What follows belongs to an exercise in optimizing a design on an open flow for a short achievable clock period and few clock cycles; a production flow would make more cautious choices.
The RTL was checked by simulation tests, not by an equivalence proof against the original design.
No activity file was given, so power comes from the tool's default toggle rates.

==> flow/design.v <==
`timescale 1ns/1ns
`default_nettype none
module alu (
	input logic [3:0] op,
	input logic [31:0] a,
	input logic [31:0] b,
	output logic [31:0] result
);
	localparam logic [3:0] opAdd = 4'd0;
	localparam logic [3:0] opSub = 4'd1;
	localparam logic [3:0] opAnd = 4'd2;
	localparam logic [3:0] opOr = 4'd3;
	localparam logic [3:0] opXor = 4'd4;
	localparam logic [3:0] opNor = 4'd5;
	localparam logic [3:0] opSlt = 4'd6;
	localparam logic [3:0] opSltu = 4'd7;
	localparam logic [3:0] opSll = 4'd8;
	localparam logic [3:0] opSrl = 4'd9;
	localparam logic [3:0] opSra = 4'd10;
	logic [4:0] sh;
	logic lts;
	logic ltu;
	assign sh = a[4:0];  
	assign lts = $signed(a) < $signed(b);
	assign ltu = a < b;
	always_comb begin
		case (op)
			opAdd: result = a + b;
			opSub: result = a - b;
			opAnd: result = a & b;
			opOr: result = a | b;
			opXor: result = a ^ b;
			opNor: result = ~(a | b);
			opSlt: result = {31'b0, lts};
			opSltu: result = {31'b0, ltu};
			opSll: result = b << sh;
			opSrl: result = b >> sh;
			opSra: result = 32'($signed(b) >>> sh);
			default: result = a + b;
		endcase
	end
endmodule
`default_nettype wire
`timescale 1ns/1ns
`default_nettype none
module registerFile (
	input logic CLK,
	input logic reset,
	input logic [4:0] rdAddrA,
	input logic [4:0] rdAddrB,
	input logic wrEnA,
	input logic [4:0] wrAddrA,
	input logic [31:0] wrDataA,
	input logic wrEnB,
	input logic [4:0] wrAddrB,
	input logic [31:0] wrDataB,
	output logic [31:0] rdDataA,
	output logic [31:0] rdDataB
);
	logic [31:0] regs [1:31];
	always_ff @(posedge CLK) begin
		for (int i = 1; i < 32; i++) begin
			if (reset) regs[i] <= '0;
			else if (wrEnB && wrAddrB == 5'(i)) regs[i] <= wrDataB;
			else if (wrEnA && wrAddrA == 5'(i)) regs[i] <= wrDataA;
		end
	end
	always_comb begin
		rdDataA = '0;
		rdDataB = '0;
		for (int i = 1; i < 32; i++) begin
			if (rdAddrA == 5'(i)) rdDataA = regs[i];
			if (rdAddrB == 5'(i)) rdDataB = regs[i];
		end
	end
endmodule
`default_nettype wire
`timescale 1ns/1ns
`default_nettype none
module mipsCore (
	input logic CLK,
	input logic reset,
	output logic stbO,
	output logic weO,
	output logic [8:0] adrO,
	output logic [31:0] datO,
	input logic ackI,
	input logic [31:0] datI
);
	localparam logic [3:0] opAdd = 4'd0;
	localparam logic [3:0] opSub = 4'd1;
	localparam logic [3:0] opAnd = 4'd2;
	localparam logic [3:0] opOr = 4'd3;
	localparam logic [3:0] opXor = 4'd4;
	localparam logic [3:0] opNor = 4'd5;
	localparam logic [3:0] opSlt = 4'd6;
	localparam logic [3:0] opSltu = 4'd7;
	localparam logic [3:0] opSll = 4'd8;
	localparam logic [3:0] opSrl = 4'd9;
	localparam logic [3:0] opSra = 4'd10;
	typedef struct packed {
		logic [4:0] rs;
		logic [4:0] rt;
		logic [4:0] dst;  
		logic alu;  
		logic ld;  
		logic ldw;  
		logic st;  
		logic useA;  
		logic useB;  
		logic bImm;  
		logic [1:0] ext;  
		logic [3:0] op;
		logic [15:0] imm;
	} decT;
	logic [5:0] opc;
	logic [5:0] fn;
	logic isR;
	logic isIA;
	logic fnOk;
	logic [4:0] dst;
	decT dIn;  
	always_comb begin
		opc = datI[31:26];
		fn = datI[5:0];
		isR = opc == 6'b000000;
		isIA = opc[5:3] == 3'b001;
		fnOk = 1'b1;
		dIn.op = opAdd;
		if (isR) begin
			case (fn)
				6'b100000, 6'b100001: dIn.op = opAdd;
				6'b100010, 6'b100011: dIn.op = opSub;
				6'b100100: dIn.op = opAnd;
				6'b100101: dIn.op = opOr;
				6'b100110: dIn.op = opXor;
				6'b100111: dIn.op = opNor;
				6'b101010: dIn.op = opSlt;
				6'b101011: dIn.op = opSltu;
				6'b000100: dIn.op = opSll;
				6'b000110: dIn.op = opSrl;
				6'b000111: dIn.op = opSra;
				default: fnOk = 1'b0;
			endcase
		end else begin
			case (opc[2:0])
				3'b000, 3'b001: dIn.op = opAdd;
				3'b010: dIn.op = opSlt;
				3'b011: dIn.op = opSltu;
				3'b100: dIn.op = opAnd;
				3'b101, 3'b111: dIn.op = opOr;  
				default: dIn.op = opXor;
			endcase
		end
		dst = isR ? datI[15:11] : datI[20:16];
		dIn.rs = opc == 6'b001111 ? 5'd0 : datI[25:21];  
		dIn.rt = datI[20:16];
		dIn.dst = dst;
		dIn.alu = ((isR && fnOk) || isIA) && dst != 5'd0;
		dIn.ld = opc == 6'b100011;
		dIn.ldw = dIn.ld && datI[20:16] != 5'd0;
		dIn.st = opc == 6'b101011;
		dIn.useA = dIn.alu && opc != 6'b001111 || dIn.ld || dIn.st;
		dIn.useB = dIn.alu && isR || dIn.st;
		dIn.bImm = isIA;
		dIn.ext = opc == 6'b001111 ? 2'd2 : (opc[2] ? 2'd1 : 2'd0);
		dIn.imm = datI[15:0];
	end
	logic curF;  
	logic curL;  
	logic [4:0] curDst;
	logic [6:0] pcF;  
	logic ackF;  
	logic ackL;  
	logic dreqV;  
	logic dreqW;
	logic dreqL;
	logic [8:0] dreqA;
	logic [31:0] dreqD;
	logic [4:0] dreqDst;
	logic [1:0] qv;  
	logic free;
	logic fetchOk;
	logic takeD;
	logic takeF;
	assign free = !stbH || ackI;
	assign ackF = stbH && ackI && curF;
	assign ackL = stbH && ackI && curL;
	assign fetchOk = !(qv[0] && qv[1]) && !((qv[0] || qv[1]) && stbH && curF);
	assign takeD = dreqV;
	assign takeF = !dreqV && fetchOk;
	logic stbH;
	logic curW;  
	logic [8:0] adrH;
	logic [31:0] datH;
	logic nStb;
	logic nWe;
	logic [8:0] nAdr;
	assign nStb = takeD || takeF;
	assign nWe = takeD && dreqW;
	assign nAdr = takeD ? dreqA : {pcF, 2'b00};
	always_ff @(posedge CLK) begin
		if (reset) begin
			stbH <= 1'b0;
			stbO <= 1'b0;
			curF <= 1'b0;
			curL <= 1'b0;
			curW <= 1'b0;
			weO <= 1'b0;
			pcF <= '0;
		end else begin
			stbO <= !free || nStb;
			weO <= free ? nWe : curW;
			if (free) begin
				stbH <= nStb;
				curF <= takeF;
				curL <= takeD && dreqL;
				curW <= nWe;
				if (takeF) pcF <= pcF + 7'd1;
			end
		end
	end
	always_ff @(posedge CLK) begin
		adrO <= free ? (nStb ? nAdr : 9'd0) : adrH;
		datO <= free ? (nWe ? dreqD : 32'd0) : datH;
		if (free) begin
			adrH <= nAdr;
			datH <= dreqD;
			curDst <= dreqDst;
		end
	end
	decT qd0;
	decT qd1;
	logic hd;  
	logic tl;  
	logic fire;
	always_ff @(posedge CLK) begin
		if (reset) begin
			qv <= '0;
			hd <= 1'b0;
			tl <= 1'b0;
		end else begin
			if (fire) begin
				qv[hd] <= 1'b0;
				hd <= !hd;
			end
			if (ackF) begin
				qv[tl] <= 1'b1;
				tl <= !tl;
			end
		end
	end
	always_ff @(posedge CLK) begin
		if (ackF && !tl) qd0 <= dIn;
		if (ackF && tl) qd1 <= dIn;
	end
	decT d;
	logic [31:0] rfA;
	logic [31:0] rfB;
	logic [31:0] opA;
	logic [31:0] opB;
	logic [31:0] immExt;
	logic x2Alu;
	logic x2Mem;
	logic x2St;
	logic x2Ld;
	logic [4:0] x2Dst;
	logic [3:0] x2Op;
	logic [31:0] x2A;
	logic [31:0] x2B;
	logic [8:0] x2Imm;
	logic [31:0] aluRes;
	logic x3Alu;  
	logic [4:0] x3Dst;
	logic [31:0] x3Res;
	logic fwdA;
	logic fwdB;
	logic hzA;
	logic hzB;
	logic hzD;
	logic hzM;
	logic stall;
	assign d = hd ? qd1 : qd0;
	logic pendA;
	logic pendB;
	logic pendD;
	assign pendA = (x2Ld && x2Dst == d.rs) || (dreqV && dreqL && dreqDst == d.rs) ||
		(stbH && curL && !ackI && curDst == d.rs);
	assign pendB = (x2Ld && x2Dst == d.rt) || (dreqV && dreqL && dreqDst == d.rt) ||
		(stbH && curL && !ackI && curDst == d.rt);
	assign pendD = (x2Ld && x2Dst == d.dst) || (dreqV && dreqL && dreqDst == d.dst) ||
		(stbH && curL && !ackI && curDst == d.dst);
	assign fwdA = ackL && curDst == d.rs;
	assign fwdB = ackL && curDst == d.rt;
	assign hzA = d.useA && (pendA || (x2Alu && x2Dst == d.rs) || (x3Alu && x3Dst == d.rs));
	assign hzB = d.useB && (pendB || (x2Alu && x2Dst == d.rt) || (x3Alu && x3Dst == d.rt));
	assign hzD = d.alu && pendD;
	assign hzM = (d.ld || d.st) && ((dreqV && !free) || x2Mem);
	assign stall = hzA || hzB || hzD || hzM;
	assign fire = qv[hd] && !stall;
	assign opA = fwdA ? datI : rfA;
	assign opB = fwdB ? datI : rfB;
	assign immExt = d.ext == 2'd2 ? {d.imm, 16'b0} :
		(d.ext == 2'd1 ? {16'b0, d.imm} : {{16{d.imm[15]}}, d.imm});
	always_ff @(posedge CLK) begin
		if (reset) begin
			x2Alu <= 1'b0;
			x2Mem <= 1'b0;
			x2Ld <= 1'b0;
			x3Alu <= 1'b0;
		end else begin
			x2Alu <= fire && d.alu;
			x2Mem <= fire && (d.ld || d.st);
			x2Ld <= fire && d.ldw;
			x3Alu <= x2Alu;
		end
	end
	always_ff @(posedge CLK) begin
		x2St <= d.st;
		x2Dst <= d.ld ? d.rt : d.dst;
		x2Op <= d.op;
		x2A <= opA;
		x2B <= d.bImm ? immExt : opB;
		x2Imm <= d.imm[8:0];
		x3Dst <= x2Dst;
		x3Res <= aluRes;
	end
	always_ff @(posedge CLK) begin
		if (reset) begin
			dreqV <= 1'b0;
		end else begin
			if (free && takeD) dreqV <= 1'b0;
			if (x2Mem) dreqV <= 1'b1;
		end
	end
	always_ff @(posedge CLK) begin
		if (x2Mem) begin
			dreqW <= x2St;
			dreqL <= x2Ld;
			dreqA <= x2A[8:0] + x2Imm;
			dreqD <= x2B;
			dreqDst <= x2Dst;
		end
	end
	alu i_alu (
		.op(x2Op),
		.a(x2A),
		.b(x2B),
		.result(aluRes)
	);
	registerFile i_registerFile (
		.CLK(CLK),
		.reset(reset),
		.rdAddrA(d.rs),
		.rdAddrB(d.rt),
		.wrEnA(x3Alu),
		.wrAddrA(x3Dst),
		.wrDataA(x3Res),
		.wrEnB(ackL),
		.wrAddrB(curDst),
		.wrDataB(datI),
		.rdDataA(rfA),
		.rdDataB(rfB)
	);
endmodule
`default_nettype wire
`timescale 1ns/1ns
`default_nettype none
module mipsCoreTop (
	input logic CLK,
	input logic reset,
	output logic wb_cyc_o,
	output logic wb_stb_o,
	output logic wb_we_o,
	output logic [8:0] wb_adr_o,
	output logic [31:0] wb_dat_o,
	input logic wb_ack_i,
	input logic [31:0] wb_dat_i
);
	logic stb;
	assign wb_cyc_o = stb;
	assign wb_stb_o = stb;
	mipsCore i_mipsCore (
		.CLK(CLK),
		.reset(reset),
		.stbO(stb),
		.weO(wb_we_o),
		.adrO(wb_adr_o),
		.datO(wb_dat_o),
		.ackI(wb_ack_i),
		.datI(wb_dat_i)
	);
endmodule
`default_nettype wire
==> flow/flow/run.sh <==
#!/bin/bash
set -euo pipefail
bash standard.sh SETUP_SLACK_MARGIN=7 finish > run_standard.log 2>&1
==> flow/standard.sh <==
#!/bin/bash
# synth_recipe.tcl (not shown) runs the flow's synth.tcl, then flattens the netlist and writes it again
# the make line also repeats each setting of config.mk as NAME=value (left out here)
make -C /OpenROAD-flow-scripts/flow DESIGN_CONFIG=/design/flow/config.mk WORK_HOME=/design/flow/orfs CLKGATE_MAP_FILE= SYNTH_SCRIPT=/design/flow/synth_recipe.tcl "${@:-finish}"
==> flow/config.mk <==
export PLATFORM = sky130hd
export DESIGN_NAME = mipsCoreTop
export DESIGN_NICKNAME = mipsCoreTop
export VERILOG_FILES = /design/flow/design.v
export SDC_FILE = /design/flow/constraint.sdc
export NUM_CORES = 4
export LEC_CHECK = 0
export CAP_MARGIN = 20
export CORE_MARGIN = 2
export CORE_UTILIZATION = 45
export SLEW_MARGIN = 20
==> flow/constraint.sdc <==
create_clock -name core_clock -period 10.0 [get_ports {CLK}]
set_input_delay 2.0000 -clock core_clock [delete_from_list [all_inputs] [get_ports {CLK}]]
set_output_delay 2.0000 -clock core_clock [all_outputs]
set_load 0.01 [all_outputs]
==> results.txt, run 1 <==
status=timing/DRC/antenna clean; Root Buffer=clkbuf_16; Max H-tree Level=4; Critical Path Fanout Max=8; Gate Count Post-Synth=9171; DRC Markers=0; fin crit share=34.88%; initial core utilization=45.33%; Peak VDD IR=0.1577 mV; final wirelength=416.8 mm; CTS Hold Buffers Added=0; initial antenna violation count=37; total CTS buffers=151; Row Count=153; Die Wd=422.9 um; fin nets=9382; DIE AREA=178900 sq um; setup TNS=0 ns; EDFF count, synth=182; Register-to-Register Path Depth=15; crit path DAT=4.21 ns; Lkg Pwr=37.80 nW; CTS tree=built; Crit Path Class=flop to flop; synthesized area per cell=8.611 sq um; Iteration-0 DRC Markers=15810; dpl cell area=82360 sq um; GP Congestion=1.008; Hold Path Sink=i_mipsCore.dreqW$_DFFE_PP_; Non-Filler Instances=11710; Overflow after GRT=0; largest net degree at the start of global routing=96; Slew Limit Fails=0; Detail Placement HPWL=240.6 mm; total number of vias=85830; die height=422.9 um; Worst R2R End=i_mipsCore.x2B[9]$_DFF_P_; Final Hold Fails=0; design area=101100 sq um; fin crit period=3.488 ns; clock latency (worst-skew pair)=0.85 ns; Vias per Instance=7.332; Power Density=142.9 nW/um^2; syn nets=9314; core area=174200 sq um; Bufs on Longest Clock Path=3; Inst Count DP=10840; Synth Flop Type=dfxtp_1; Distinct cells, synth=109; hold path cells=0; clk sinks=1356; synthesis warning total=4; Slew @ Worst Pin=1.401 ns; Final Worst Setup Slack=6.512 ns; HP Class=flop to flop; critical path endpoint category=flop; sequential area share after synthesis=36.68%; Clock transition at path regs=0.06 ns; fmax=0.2867 GHz; TritonRoute pass-1 iters=9; DRT antenna net count=0; mapped cell area=78970 sq um; routed len/inst=35.60 um; R2R Setup Slk=6.51 ns; Setup-failing EPs final=0; Setup Slack @ Placement=4.582 ns; slew margin rel.=6.001%; Async S/R FF share, synth=0%; I/O pin count=79; Port Buffer Count=78; skew final=0.04495 ns; #FFs+latches synth=1356; Worst EP required=10.72 ns; ratio of cells with drive above 1 in the final layout=25.77%; RR Startpoint=i_mipsCore.hd$_SDFFE_PP0P_; HP Start=i_mipsCore.x2St$_DFF_P_; RSZ-0062 raised after global routing=yes; global-route wire length before repair=575.9 mm; maxcap violations=0; Worst setup SP type=flop; Syn-to-layout area delta=28.05%; vias in the first global route=78280; gr usage total=43.60%
## critical path, stage by stage (launching register included)
cell       delay (ns)
dfxtp_4          0.46
buf_16           0.17
buf_8            0.11
mux2i_4          0.25
buf_12           0.17
clkbuf_16        0.16
a221oi_4         0.04
buf_12           0.17
buf_4            0.14
buf_4            0.14
a221o_1          0.33
a221oi_4         0.26
o211ai_1         0.20
a21oi_2          0.46
nor4_2           0.10
o21a_1           0.18
## power breakdown
| part | switching [mW] | internal [mW] |
|---|---|---|
| logic | 1.93 | 0.991 |
| registers | 0.190 | 5.62 |
| clock network | 2.49 | 3.23 |
| total | 4.62 | 9.84 |
## layer usage
| layer | up-vias | wire (um) | track usage [%] |
|---|---|---|---|
| met3 | 2178 | 71670 | 19.53 |
| met2 | 7869 | 160800 | 59.21 |
| met5 | - | 320 | 0 |
| met1 | 40910 | 150300 | 55.86 |
| met4 | 28 | 33660 | 26.91 |
| li1 | 34840 | - | - |
## cells by family (layout without fill, tap and decap cells)
| kind of cell | Yosys count | after routing | synth area share [%] |
|---|---|---|---|
| fa+ha+maj | 108 | 108 | 1.740 |
| simple gates | 2459 | 2471 | 13.48 |
| flops | 1356 | 1356 | 36.68 |
| buf+inv | 1114 | 1294 | 5.647 |
| mux | 1156 | 1157 | 15.70 |
| xor+xnor | 74 | 74 | 0.8207 |
| compound gates | 2904 | 2904 | 25.94 |
| other cells | 0 | 17 | 0 |
## registers in the layout (all words and copies together) (netlist names), 2 cells and up
| signal | flops |
|---|---|
| i_mipsCore.qd0 | 44 |
| i_mipsCore.adrH | 9 |
| i_mipsCore.adrO | 9 |
| i_mipsCore.datO | 32 |
| i_mipsCore.x2B | 32 |
| i_mipsCore.dreqA | 9 |
| i_mipsCore.i_registerFile.regs | 992 |
| i_mipsCore.x2Dst | 5 |
| i_mipsCore.pcF | 7 |
| i_mipsCore.datH | 32 |
| i_mipsCore.qv | 2 |
| i_mipsCore.x2Imm | 9 |
| i_mipsCore.dreqDst | 5 |
| i_mipsCore.x3Res | 32 |
| i_mipsCore.x3Dst | 5 |
| i_mipsCore.x2A | 32 |
| i_mipsCore.x2Op | 4 |
| i_mipsCore.curDst | 5 |
| i_mipsCore.qd1 | 44 |
| i_mipsCore.dreqD | 32 |
## layout make-up
type | count | area, sq um
flip-flops and latches | 1356 | 29090
inverters | 118 | 498.0
clock buffers | 222 | 4504
repair buffers | 896 | 10470
multi-input cells | 6714 | 53160
clock inverters | 56 | 436.7
diodes | 17 | 42.54
repair inverters | 2 | 13.76
well taps | 2325 | 2909
fillers | 14710 | 73080
## metrics by stage
stage,power [mW],util [%],hold WS (ns)
finish,14.45,58.05,0.4148
global route,14.67,58.03,0.4190
CTS,14.09,55.76,0.4147
detailed placement,8.019,47.28,0.3992
global placement,8.005,47.27,0.4071
floorplan,7.140,-,0.3855
## how the worst max path moves through the flow
| stage | start | endpoint | depth (start not counted) |
|---|---|---|---|
| 6_report | i_mipsCore.hd$_SDFFE_PP0P_ | i_mipsCore.x2B[9]$_DFF_P_ | 15 |
| 5_1_grt | i_mipsCore.x2A[0]$_DFF_P_ | i_mipsCore.x3Res[26]$_DFF_P_ | 14 |
| 4_1_cts | i_mipsCore.x2A[0]$_DFF_P_ | i_mipsCore.x3Res[26]$_DFF_P_ | 14 |
| 3_5_place_dp | i_mipsCore.hd$_SDFFE_PP0P_ | i_mipsCore.x2B[9]$_DFF_P_ | 12 |
| 3_3_place_gp | i_mipsCore.hd$_SDFFE_PP0P_ | i_mipsCore.x2B[15]$_DFF_P_ | 13 |
| 2_1_floorplan | wb_ack_i | i_mipsCore.datO[10]$_DFF_P_ | 7 |
## cells in the mapped netlist (161+ instances only)
master / n / area (sq um)
a211oi_1: 1033 / 7755
a21oi_1: 362 / 1812
a22oi_1: 204 / 1531
clkbuf_1: 733 / 2751
dfxtp_1: 1174 / 23500
edfxtp_1: 182 / 5465
mux2i_1: 1061 / 10620
nand2_1: 392 / 1471
nor2_1: 1433 / 5379
nor3_1: 161 / 805.8
o21ai_0: 281 / 1406
o22ai_1: 352 / 2202
## repair_timing
item | 4_1_cts | 5_1_grt
pin swaps | 330 | 294
endpoints found under the setup margin | 1350 | 858
endpoints found under the hold margin | 0 | 0
cloned | 66 | 16
gates resized for setup | 1421 | 497
setup buffers | 337 | 148
## layout by cell type (no fill, tap or decap), types with 37 or more instances in the layout
master	instances
nor3_1	104
a221oi_1	64
o21ai_1	48
xnor2_1	51
dfxtp_1	1104
inv_1	106
o21ai_4	39
nand4_1	57
buf_16	38
a221o_1	71
dfxtp_2	56
nor3_2	42
a22o_1	61
buf_6	131
o21ai_2	59
a21oi_2	100
edfxtp_1	182
o211ai_1	40
a22oi_1	193
nor2_2	37
nand2_1	308
buf_2	45
clkbuf_16	171
a21oi_1	240
ha_1	74
o21ai_0	179
buf_4	487
a222oi_1	46
nor2_1	1305
mux2i_1	1035
buf_12	126
a211oi_2	137
nor2_4	100
nand3_1	103
o22ai_1	312
a211oi_1	889
mux4_2	61
Testbench counts, summed over its fixed seeds: cycles 24,830.
==> run 2, diff against run 1 <==
--- a/flow/design.v
+++ b/flow/design.v
@@ -4,7 +4,9 @@
 	input logic [3:0] op,
 	input logic [31:0] a,
 	input logic [31:0] b,
-	output logic [31:0] result
+	output logic [31:0] arith,
+	output logic [31:0] other,
+	output logic lt
 );
 	localparam logic [3:0] opAdd = 4'd0;
 	localparam logic [3:0] opSub = 4'd1;
@@ -18,25 +20,27 @@
 	localparam logic [3:0] opSrl = 4'd9;
 	localparam logic [3:0] opSra = 4'd10;
 	logic [4:0] sh;
-	logic lts;
-	logic ltu;
 	assign sh = a[4:0];  
-	assign lts = $signed(a) < $signed(b);
-	assign ltu = a < b;
 	always_comb begin
 		case (op)
-			opAdd: result = a + b;
-			opSub: result = a - b;
-			opAnd: result = a & b;
-			opOr: result = a | b;
-			opXor: result = a ^ b;
-			opNor: result = ~(a | b);
-			opSlt: result = {31'b0, lts};
-			opSltu: result = {31'b0, ltu};
-			opSll: result = b << sh;
-			opSrl: result = b >> sh;
-			opSra: result = 32'($signed(b) >>> sh);
-			default: result = a + b;
+			opAdd: arith = a + b;
+			opSub: arith = a - b;
+			default: arith = '0;
+		endcase
+		case (op)
+			opAnd: other = a & b;
+			opOr: other = a | b;
+			opXor: other = a ^ b;
+			opNor: other = ~(a | b);
+			opSll: other = b << sh;
+			opSrl: other = b >> sh;
+			opSra: other = 32'($signed(b) >>> sh);
+			default: other = '0;
+		endcase
+		case (op)
+			opSlt: lt = $signed(a) < $signed(b);
+			opSltu: lt = a < b;
+			default: lt = 1'b0;
 		endcase
 	end
 endmodule
@@ -48,6 +52,8 @@
 	input logic reset,
 	input logic [4:0] rdAddrA,
 	input logic [4:0] rdAddrB,
+	input logic [4:0] rdAddrC,
+	input logic [4:0] rdAddrD,
 	input logic wrEnA,
 	input logic [4:0] wrAddrA,
 	input logic [31:0] wrDataA,
@@ -55,7 +61,9 @@
 	input logic [4:0] wrAddrB,
 	input logic [31:0] wrDataB,
 	output logic [31:0] rdDataA,
-	output logic [31:0] rdDataB
+	output logic [31:0] rdDataB,
+	output logic [31:0] rdDataC,
+	output logic [31:0] rdDataD
 );
 	logic [31:0] regs [1:31];
 	always_ff @(posedge CLK) begin
@@ -68,9 +76,13 @@
 	always_comb begin
 		rdDataA = '0;
 		rdDataB = '0;
+		rdDataC = '0;
+		rdDataD = '0;
 		for (int i = 1; i < 32; i++) begin
 			if (rdAddrA == 5'(i)) rdDataA = regs[i];
 			if (rdAddrB == 5'(i)) rdDataB = regs[i];
+			if (rdAddrC == 5'(i)) rdDataC = regs[i];
+			if (rdAddrD == 5'(i)) rdDataD = regs[i];
 		end
 	end
 endmodule
@@ -257,6 +269,8 @@
 	decT d;
 	logic [31:0] rfA;
 	logic [31:0] rfB;
+	logic [31:0] rfA1;
+	logic [31:0] rfB1;
 	logic [31:0] opA;
 	logic [31:0] opB;
 	logic [31:0] immExt;
@@ -269,12 +283,16 @@
 	logic [31:0] x2A;
 	logic [31:0] x2B;
 	logic [8:0] x2Imm;
-	logic [31:0] aluRes;
+	logic [31:0] aluArith;
+	logic [31:0] aluOther;
+	logic aluLt;
+	logic [31:0] x3Arith;
+	logic [31:0] x3Other;
+	logic x3Lt;
 	logic x3Alu;  
 	logic [4:0] x3Dst;
 	logic [31:0] x3Res;
-	logic fwdA;
-	logic fwdB;
+	assign x3Res = x3Arith | x3Other | {31'b0, x3Lt};
 	logic hzA;
 	logic hzB;
 	logic hzD;
@@ -285,21 +303,19 @@
 	logic pendB;
 	logic pendD;
 	assign pendA = (x2Ld && x2Dst == d.rs) || (dreqV && dreqL && dreqDst == d.rs) ||
-		(stbH && curL && !ackI && curDst == d.rs);
+		(stbH && curL && curDst == d.rs);
 	assign pendB = (x2Ld && x2Dst == d.rt) || (dreqV && dreqL && dreqDst == d.rt) ||
-		(stbH && curL && !ackI && curDst == d.rt);
+		(stbH && curL && curDst == d.rt);
 	assign pendD = (x2Ld && x2Dst == d.dst) || (dreqV && dreqL && dreqDst == d.dst) ||
-		(stbH && curL && !ackI && curDst == d.dst);
-	assign fwdA = ackL && curDst == d.rs;
-	assign fwdB = ackL && curDst == d.rt;
+		(stbH && curL && curDst == d.dst);
 	assign hzA = d.useA && (pendA || (x2Alu && x2Dst == d.rs) || (x3Alu && x3Dst == d.rs));
 	assign hzB = d.useB && (pendB || (x2Alu && x2Dst == d.rt) || (x3Alu && x3Dst == d.rt));
 	assign hzD = d.alu && pendD;
 	assign hzM = (d.ld || d.st) && ((dreqV && !free) || x2Mem);
 	assign stall = hzA || hzB || hzD || hzM;
 	assign fire = qv[hd] && !stall;
-	assign opA = fwdA ? datI : rfA;
-	assign opB = fwdB ? datI : rfB;
+	assign opA = hd ? rfA1 : rfA;
+	assign opB = hd ? rfB1 : rfB;
 	assign immExt = d.ext == 2'd2 ? {d.imm, 16'b0} :
 		(d.ext == 2'd1 ? {16'b0, d.imm} : {{16{d.imm[15]}}, d.imm});
 	always_ff @(posedge CLK) begin
@@ -323,7 +339,9 @@
 		x2B <= d.bImm ? immExt : opB;
 		x2Imm <= d.imm[8:0];
 		x3Dst <= x2Dst;
-		x3Res <= aluRes;
+		x3Arith <= aluArith;
+		x3Other <= aluOther;
+		x3Lt <= aluLt;
 	end
 	always_ff @(posedge CLK) begin
 		if (reset) begin
@@ -346,13 +364,17 @@
 		.op(x2Op),
 		.a(x2A),
 		.b(x2B),
-		.result(aluRes)
+		.arith(aluArith),
+		.other(aluOther),
+		.lt(aluLt)
 	);
 	registerFile i_registerFile (
 		.CLK(CLK),
 		.reset(reset),
-		.rdAddrA(d.rs),
-		.rdAddrB(d.rt),
+		.rdAddrA(qd0.rs),
+		.rdAddrB(qd0.rt),
+		.rdAddrC(qd1.rs),
+		.rdAddrD(qd1.rt),
 		.wrEnA(x3Alu),
 		.wrAddrA(x3Dst),
 		.wrDataA(x3Res),
@@ -360,7 +382,9 @@
 		.wrAddrB(curDst),
 		.wrDataB(datI),
 		.rdDataA(rfA),
-		.rdDataB(rfB)
+		.rdDataB(rfB),
+		.rdDataC(rfA1),
+		.rdDataD(rfB1)
 	);
 endmodule
 `default_nettype wire
==> run 2 against run 1 <==
Net effect:
- the flow now stops in global routing (5_1_grt)
- synthesized cell count up 42%
- synthesized area up 20%
==> results.txt, run 2 <==
status=did not finish; Failed at=global routing (5_1_grt); tool error=[ERROR GRT-0116] Global routing finished with congestion. Check the congestion regions in the DRC Viewer.; synthesized area per cell=7.288 sq um (-15%); GP Congestion=1.200 (+19%); I/O pin count=79 (unchanged); Die Wd=462.6 um (+9.4%); EDFF count, synth=182 (unchanged); total CTS buffers=168 (+11%); CTS Hold Buffers Added=0 (unchanged); Row Count=168 (+9.8%); syn nets=13130 (+41%); clk sinks=1389 (+2.4%); Detail Placement HPWL=497.7 mm (+110%); Setup Slack @ Placement=4.425 ns (-0.1566 ns); synthesis warning total=4 (unchanged); dpl cell area=98780 sq um (+20%); vias in the first global route=134300; largest net degree at the start of global routing=165; sequential area share after synthesis=31.31% (-5.4 points); most common cell in the netlist=nor2_1; die height=462.6 um (+9.4%); cell accounting for the most synthesized area=dfxtp_1; Overflow after GRT=1125; Bufs on Longest Clock Path=3 (unchanged); #FFs+latches synth=1389 (+2.4%); Async S/R FF share, synth=0% (unchanged); Yosys top cell area share=25.53% (-4.2 points); initial core utilization=45.20% (-0.13 points); Root Buffer=clkbuf_16; top cells by area, synth=dfxtp_1 26%, nor2_1 11%, a211oi_1 8.7%; Max H-tree Level=4 (unchanged); global-route wire length before repair=1232 mm; Distinct cells, synth=112 (+2.8%); Synth top cells by count=2752 x nor2_1, 1568 x a21oi_1, 1207 x dfxtp_1, 1099 x a211oi_1, 1048 x clkbuf_1; Synth Flop Type=dfxtp_1; mapped cell area=94640 sq um (+20%); Gate Count Post-Synth=12990 (+42%); gr usage total=79.25%; Port Buffer Count=78 (unchanged)
[run 2: cell types whose count changed after synthesis, moves of 174 or more]
cell and delta:
o21ai_0 +323, mux2i_1 -845, nand2_1 +174, clkbuf_1 +315, nor2_1 +1319, a22oi_1 +262, a21oi_1 +1206
[run 2: kinds of logic after synthesis]
| group | after synthesis | synth area share, % |
|---|---|---|
| AOI/OAI and AO/OA | 5362 | 37.26 |
| and+or+nand+nor | 4253 | 19.33 |
| xor gates and xnor gates | 94 | 0.8779 |
| buffers and inverters | 1482 | 6.322 |
| muxes | 298 | 3.441 |
| DFF | 1389 | 31.31 |
| adders and majority gates | 108 | 1.452 |
[run 2: layer usage]
metal  overflow  track usage [%]
met1         47            82.52
met2        547            91.98
met3         71            66.42
met4        446            73.17
met5         14            38.46
[run 2: power by group through the flow]
stage | Combinational [mW] | Sequential [mW] | Clock [mW]
floorplan | 0.991 | 5.89 | 0
global placement | 1.79 | 5.97 | 0
detailed placement | 1.81 | 5.97 | 0
CTS | 2.16 | 5.82 | 6.74
[run 2: timing repair]
action                      CTS
pin swaps                   455
setup buffers               631
setup endpoints to repair  1377
gates resized for setup    2190
gates cloned                 78
[run 2: worst min path at each step]
stage | startpoint | to | slack [ns] | cells past startpoint
global placement | i_mipsCore.x2St$_DFF_P_ | i_mipsCore.dreqW$_DFFE_PP_ | 0.39 | 0
floorplan | i_mipsCore.x2St$_DFF_P_ | i_mipsCore.dreqW$_DFFE_PP_ | 0.39 | 0
detailed placement | i_mipsCore.x2St$_DFF_P_ | i_mipsCore.dreqW$_DFFE_PP_ | 0.40 | 0
CTS | i_mipsCore.x2St$_DFF_P_ | i_mipsCore.dreqW$_DFFE_PP_ | 0.41 | 0
[run 2: through the flow]
step | utilization [%] | hold slack, ns | std cells
CTS | 57.96 | 0.4149 | 16080
detailed placement | 47.18 | 0.3999 | 15060
floorplan | - | 0.3855 | 12990
global placement | 47.14 | 0.3871 | 15060
Testbench counts of run 2, summed over its fixed seeds: cycles 24,903.

-- afterwards: timing with drivers on the ports --
Ports are ideal in the flow. The routed layout listed here was re-timed in OpenROAD. Step 1 (the two cells are an assumption about what drives the block):
set clk [get_ports {CLK}]
set_driving_cell -lib_cell sky130_fd_sc_hd__clkbuf_16 $clk
set_driving_cell -lib_cell sky130_fd_sc_hd__buf_2 [delete_from_list [all_inputs] $clk]
Step 2 times the ports against the registers' clock, not the clock port: input delays grow and output delays shrink by t, the midpoint of the rising clock arrivals with the driver on. a / b / c = ideal / step 1 / step 2; a / b = the first two.
run: run 1
t, ns: 0.913
setup slack, ns: 6.512 / 6.512 / 5.961
hold slack, ns: 0.415 / 0.415 / 0.415
worst setup path at the end: input to register
pins driven straight from the clock port: 1
After both steps run 1 still meets setup and hold. The setup slack of run 1 moves by 0.000 ns with the drivers and by -0.551 ns with both steps.
